Context: an optimization exercise on an open-source flow, tuned for small area and a short achievable clock period. The choices shown serve that exercise and are no tape-out recipe.
Only simulation tests tie the RTL to the original design; equivalence was not proved.
Power figures rest on the tool's default switching activity, not on a simulated workload.

==> flow/design.v (excerpt) <==
module double_ended_queue #(
  parameter int DEPTH      = dq_pkg::DEPTH_DEF,
  parameter int DATA_WIDTH = dq_pkg::DATA_WIDTH_DEF,
  parameter int CNT_W      = $clog2(DEPTH + 1)
) (
  input  logic                  clk,
  input  logic                  rst,
  input  logic                  req_valid,
  output logic                  req_ready,
  input  logic [1:0]            req_mode,
  input  logic [DATA_WIDTH-1:0] req_item_value,
  output logic                  rsp_valid,
  input  logic                  rsp_ready,
  output logic [DATA_WIDTH-1:0] rsp_popped_value,
  output logic [1:0]            rsp_status,
  output logic [CNT_W-1:0]      rsp_occupancy
);
For scale: roughly 1300 cells after synthesis, about 590 flip-flops, roughly 79 I/O pins, about 0.022 sq mm of cells after synthesis.
Settings: LEC_CHECK=0, CAP_MARGIN=10, CORE_MARGIN=2, CORE_UTILIZATION=62, PLACE_DENSITY=0.72, SETUP_SLACK_MARGIN=1.85, SLEW_MARGIN=10, TNS_END_PERCENT=0; clock period 3.5 ns.
standard.sh (not shown) runs the stock make flow with config.mk's settings and CLKGATE_MAP_FILE= SYNTH_SCRIPT=/design/flow/synth_recipe.tcl, a recipe that flattens the netlist after the stock synthesis.
==> flow/flow/run.sh <==
#!/bin/bash
# the standard layout with four changes: the port buffers are plain buf_2
# cells (not delay cells), sizing may swap a cell for one of another
# footprint, the clock tree clusters up to 24 flip-flops per leaf buffer,
# and it adds no dummy loads. every tool's output stays in the orfs/logs
# folder; make's own output goes to standard.log.
set -euo pipefail
CTS="-sink_clustering_enable -repair_clock_nets -buf_list sky130_fd_sc_hd__clkbuf_16"
CTS="$CTS -sink_clustering_size 24 -sink_clustering_max_diameter 80 -dont_use_dummy_load"
bash standard.sh MATCH_CELL_FOOTPRINT=0 "CTS_ARGS=$CTS" \
  "BUFFER_PORTS_ARGS=-buffer_cell sky130_fd_sc_hd__buf_2" finish > standard.log 2>&1
==> next run, changes <==
- CAP_MARGIN: 10 -> 5
- SLEW_MARGIN: 10 -> 5
Outcome:
- The changed run finished with timing, DRC and antenna clean
- cell area stays the same
- synthesized cell count does not change
- global-route usage is unchanged
- first-iteration DRC count is unchanged
- maximum frequency stays the same
- count of clock-buffer cells in the layout stays the same
- die area stays the same
- routed wire length stays the same
- clock skew does not change
==> next run, changes <==
- CAP_MARGIN: 5 -> 20
- SETUP_SLACK_MARGIN: 1.85 -> 1.75
- SLEW_MARGIN: 5 -> 20
Worst hold slack barely changes. Worst setup slack loses 0.040 ns. Cell area is lower by about 0.9%. Total power is lower by 0.40%. Clock-buffer cell count does not change. Cell count is lower by about 0.54%.
==> next run, changes <==
- SETUP_SLACK_MARGIN: 1.75 -> 1.85
- TNS_END_PERCENT: 0 -> 10
Effect: The new run went through all stages and came out clean; via count increases by 9.6%; power increases by 2.5%; non-clock buffer count increases by 68; maximum frequency decreases by 2.0%; setup slack got worse by 0.041 ns; wire length increases by 17%; sequential power stays flat; hold slack improved by 0.015 ns; global-route usage increases by 6.3 points; count of clock-buffer cells in the layout does not change.
==> next run, changes <==
- TNS_END_PERCENT: 10 -> 0
=> The changed run finished with timing, DRC and antenna clean; sequential share of layout area climbs by 3.0 points; count of clock-buffer cells in the layout stays the same; die area is unchanged; routed wire length drops by 13%.


## run A
double_ended_queue, a different RTL version from the one above (not shown whole).
For scale: ~1200 cells after synthesis, roughly 590 flip-flops, roughly 22000 um2 of cells after synthesis.
Settings: LEC_CHECK=0, CAP_MARGIN=20, CORE_MARGIN=2, CORE_UTILIZATION=68, PLACE_DENSITY=0.78, SETUP_SLACK_MARGIN=1.85, SLEW_MARGIN=20, TNS_END_PERCENT=0; clock period 3.5 ns.
Scripts as last shown in full above: flow/flow/run.sh
The following lists how run B was set up differently from run A:
- a change of CORE_UTILIZATION from 68 to 55
- a change of PLACE_DENSITY from 0.78 to 0.65
==> flow/flow/run.sh <==
#!/bin/bash
# the standard layout with three changes: sizing may swap a cell for one of
# another footprint (so slow port buffers can become fast ones), the clock
# tree clusters up to 24 flip-flops per leaf buffer, and it adds no dummy
# loads. every tool's output stays in the orfs/logs folder; make's own
# output goes to standard.log.
set -euo pipefail
CTS="-sink_clustering_enable -repair_clock_nets -buf_list sky130_fd_sc_hd__clkbuf_16"
CTS="$CTS -sink_clustering_size 24 -sink_clustering_max_diameter 80 -dont_use_dummy_load"
bash standard.sh MATCH_CELL_FOOTPRINT=0 "CTS_ARGS=$CTS" finish > standard.log 2>&1
[summary]
Against run A as the reference, run B delivers a higher final-layout fill cell count. Run B against run A: clock distribution power shows an increase of about 1%, sequential portion of the cell area shows a reduction of 1.4 points, global-route usage shows a reduction of 6.8 points, relative contribution of sequential cells to total power shows a reduction of 0.4 points.
[inputs] run C vs run B
- a change of SETUP_SLACK_MARGIN from 1.85 to 1.95
- a change of PLACE_DENSITY from 0.65 to 0.72
- a change of CORE_UTILIZATION from 55 to 62
## What came out
Final standard cell area without fillers in run C is 93 um2 lower than in run B. Run C — number of vias after detailed routing 1.9% higher, run B as reference. Cmp run C vs run B: pin count of the biggest net entering global routing lower in run C. | detailed-routing wirelength on met1 | lower: run C |. Across both runs, sequential share of layout area was higher for run C than for run B. Row instance count after placement with tap cells included: run C lower / run B higher. Run C against run B: critical-path maximum fanout went down, power in the clock group went down.
The inputs of run D differ from those of run C as listed below.
- PLACE_DENSITY changed from 0.72 to 0.7
- CORE_UTILIZATION changed from 62 to 60
- TNS_END_PERCENT removed (was 0)
- SETUP_SLACK_MARGIN changed from 1.95 to 1.5
==> flow/run.sh (new file) <==
#!/bin/bash
# synth_recipe.tcl (not shown) runs the flow's synth.tcl, then flattens the netlist and writes it again
# the make line also repeats each setting of config.mk as NAME=value (left out here)
make -C /OpenROAD-flow-scripts/flow DESIGN_CONFIG=/design/flow/config.mk WORK_HOME=/design/flow/orfs CLKGATE_MAP_FILE= SYNTH_SCRIPT=/design/flow/synth_recipe.tcl finish
removed: flow/flow/run.sh
removed: flow/standard.sh
Findings:
Run D leaves less setup margin than run C.
Looking at clock share of power, run D sits above run C.
The estimated power of run D ends up higher than the estimate for run C.
Critical path class = reg2reg: run C; critical path class = in2reg: run D
On amount of wire on met2 after detailed routing, the higher figure sits with run D, not run C.
The inputs of run E differ from those of run D as listed below.
- a change of PLACE_DENSITY from 0.7 to 0.65
- a change of CORE_UTILIZATION from 60 to 55
- a change of SETUP_SLACK_MARGIN from 1.5 to 1.7
==> flow/flow/run.sh (new file) <==
#!/bin/bash
# the standard layout with three changes: sizing may swap a cell for one of
# another footprint (so slow port buffers can become fast ones), the clock
# tree clusters up to 24 flip-flops per leaf buffer, and it adds no dummy
# loads. every tool's output stays in the orfs/logs folder; make's own
# output goes to standard.log.
set -euo pipefail
CTS="-sink_clustering_enable -repair_clock_nets -buf_list sky130_fd_sc_hd__clkbuf_16"
CTS="$CTS -sink_clustering_size 24 -sink_clustering_max_diameter 80 -dont_use_dummy_load"
bash standard.sh MATCH_CELL_FOOTPRINT=0 "CTS_ARGS=$CTS" finish > standard.log 2>&1
==> flow/standard.sh (new file) <==
#!/bin/bash
# synth_recipe.tcl (not shown) runs the flow's synth.tcl, then flattens the netlist and writes it again
# the make line also repeats each setting of config.mk as NAME=value (left out here)
make -C /OpenROAD-flow-scripts/flow DESIGN_CONFIG=/design/flow/config.mk WORK_HOME=/design/flow/orfs CLKGATE_MAP_FILE= SYNTH_SCRIPT=/design/flow/synth_recipe.tcl "${@:-finish}"
removed: flow/run.sh
[summary]
From run D to run E the numbers moved as follows: power of the sequential group neither gained nor lost much; share of layout cells above drive strength 1 picked up an extra 4.8 points; cell count picked up an extra 32; final area lost 1.4%; flip-flop and latch count after synthesis neither gained nor lost much. For the relative contribution of combinational cells to total power, run E came in 1.5 points higher than run D did. Re time the worst path needs with I/O delays and setup: run D and run E aren't equal, and the lower value belongs to run E. In run E the critical path depth turned out 1 lower than in run D. Hold slack, run D and run E, higher one = run E.
#### Input delta (run F over run E)
- SETUP_SLACK_MARGIN changed from 1.7 to 2.0
## What came out
Relative to run E, share of total power in combinational logic increased by 1.0 points in run F.
Between run E and run F, the difference in number of setup violations in the final report is negligible.
Looking at sequential share of layout area, run F sits 5.3 points lower than run E does.
Re design area: run E and run F aren't equal, and the lower value belongs to run E.


Starting RTL as in the previous note.
Settings: LEC_CHECK=0, CAP_MARGIN=20, CORE_MARGIN=2, CORE_UTILIZATION=55, PLACE_DENSITY=0.65, SETUP_SLACK_MARGIN=1.7, SLEW_MARGIN=20, TNS_END_PERCENT=0; clock period 3.5 ns.
==> flow/flow/run.sh <==
#!/bin/bash
# the standard layout with three changes: sizing may swap a cell for one of
# another footprint (so slow port buffers can become fast ones), the clock
# tree clusters up to 24 flip-flops per leaf buffer, and it adds no dummy
# loads. every tool's output stays in the orfs/logs folder; make's own
# output goes to standard.log.
set -euo pipefail
CTS="-sink_clustering_enable -repair_clock_nets -buf_list sky130_fd_sc_hd__clkbuf_16"
CTS="$CTS -sink_clustering_size 24 -sink_clustering_max_diameter 80 -dont_use_dummy_load"
bash standard.sh MATCH_CELL_FOOTPRINT=0 "CTS_ARGS=$CTS" finish > standard.log 2>&1
Then changed:
==> flow/flow/run.sh (replaced) <==
#!/bin/bash
# the standard layout with four changes: the port buffers are plain buf_2
# cells (not delay cells), sizing may swap a cell for one of another
# footprint, the clock tree clusters up to 24 flip-flops per leaf buffer,
# and it adds no dummy loads. every tool's output stays in the orfs/logs
# folder; make's own output goes to standard.log.
set -euo pipefail
CTS="-sink_clustering_enable -repair_clock_nets -buf_list sky130_fd_sc_hd__clkbuf_16"
CTS="$CTS -sink_clustering_size 24 -sink_clustering_max_diameter 80 -dont_use_dummy_load"
bash standard.sh MATCH_CELL_FOOTPRINT=0 "CTS_ARGS=$CTS" \
  "BUFFER_PORTS_ARGS=-buffer_cell sky130_fd_sc_hd__buf_2" finish > standard.log 2>&1
Settings changed: CORE_UTILIZATION 55 to 62, PLACE_DENSITY 0.65 to 0.72, SETUP_SLACK_MARGIN 1.7 to 1.85.
After rerunning:
- final area decreases slightly
- setup slack gains 0.021 ns
- sequential share of layout area increases by 0.95 points
- die area decreases by roughly a tenth
- wire length increases slightly
- area after synthesis does not change
Then changed:
==> flow/flow/run.sh (replaced) <==
#!/bin/bash
# the standard layout with three changes: sizing may swap a cell for one of
# another footprint (so slow port buffers can become fast ones), the clock
# tree clusters up to 24 flip-flops per leaf buffer, and it adds no dummy
# loads. every tool's output stays in the orfs/logs folder; make's own
# output goes to standard.log.
set -euo pipefail
CTS="-sink_clustering_enable -repair_clock_nets -buf_list sky130_fd_sc_hd__clkbuf_16"
CTS="$CTS -sink_clustering_size 24 -sink_clustering_max_diameter 80 -dont_use_dummy_load"
bash standard.sh MATCH_CELL_FOOTPRINT=0 "CTS_ARGS=$CTS" finish > standard.log 2>&1
Effect: The new run produced a clean layout. Sequential share of layout area fell by 0.82 points. First-iteration DRC count rose by a little under a tenth. Core utilization rose by 0.85 points. Worst setup slack gets worse by 0.0045 ns. Routed wire length rose slightly. Combinational power rose slightly. Via count fell slightly. Synthesized area does not change.
Then changed:
==> flow/run.sh (new file) <==
#!/bin/bash
# synth_recipe.tcl (not shown) runs the flow's synth.tcl, then flattens the netlist and writes it again
# the make line also repeats each setting of config.mk as NAME=value (left out here)
make -C /OpenROAD-flow-scripts/flow DESIGN_CONFIG=/design/flow/config.mk WORK_HOME=/design/flow/orfs CLKGATE_MAP_FILE= SYNTH_SCRIPT=/design/flow/synth_recipe.tcl finish
Settings changed: CORE_UTILIZATION 62 to 40, PLACE_DENSITY 0.72 to 0.6, SETUP_SLACK_MARGIN 1.85 to not set, TNS_END_PERCENT 0 to not set.
removed: flow/flow/run.sh
removed: flow/standard.sh
Effect:
- The changed run finished clean
- core utilization is lower by 25 points
- first-iteration DRC count is lower by a quarter to a third
- wire length is lower by a few percent
- synthesized cell count stays the same
- critical path depth is lower by 2
- via count is lower by a few percent
- final cell count is higher by about a fifth

[port drivers added, routing unchanged]
How much do the figures lean on ideal ports? The routed layouts below were timed once more, with nothing changed but the port constraints. Step 1: set_driving_cell puts a clkbuf_16 on clk and a buf_2 on each other input, an assumption about the parent block. Step 2 moves the port delays by t, midway between the first and last clock arrival at a register: inputs arrive t later, outputs are due t later. That takes back most of the time a late clock gives input paths. a / b / c = ideal ports / drivers / drivers and shift; a / b = the first two.
| run | t, ns | slack for setup (ns) | latest minus earliest clock arrival (ns) |
|---|---|---|---|
| the first run of note 1 | 0.631 | 1.582 / 1.536 / 0.906 | 0.054 / 0.053 |
| the second run of note 1 | 0.631 | 1.582 / 1.536 / 0.906 | 0.054 / 0.053 |
| the third run of note 1 | 0.629 | 1.542 / 1.510 / 0.881 | 0.059 / 0.059 |
| the fourth run of note 1 | 0.626 | 1.501 / 1.398 / 0.772 | 0.042 / 0.042 |
| the fifth run of note 1 | 0.631 | 1.582 / 1.536 / 0.906 | 0.054 / 0.053 |
| run A | 0.629 | 1.539 / 1.425 / 0.795 | 0.056 / 0.057 |
| run B | 0.641 | 1.558 / 1.431 / 0.790 | 0.016 / 0.016 |
| run C | 0.626 | 1.550 / 1.432 / 0.806 | 0.032 / 0.032 |
| run D | 0.645 | 1.460 / 1.355 / 0.709 | 0.019 / 0.019 |
| run E | 0.631 | 1.544 / 1.432 / 0.801 | 0.037 / 0.036 |
| run F | 0.651 | 1.444 / 1.404 / 0.753 | 0.042 / 0.042 |
| the first run of note 3 | 0.641 | 1.533 / 1.441 / 0.799 | 0.013 / 0.013 |
| the second run of note 3 | 0.625 | 1.554 / 1.446 / 0.821 | 0.039 / 0.039 |
| the third run of note 3 | 0.626 | 1.550 / 1.432 / 0.806 | 0.032 / 0.032 |
| the fourth run of note 3 | 0.666 | 0.848 / 0.812 / 0.356 | 0.020 / 0.020 |
After both steps setup and hold are still met in every run listed. For run B, which loses most, drivers alone change the setup slack by -0.127 ns; drivers and shift together by -0.768 ns.
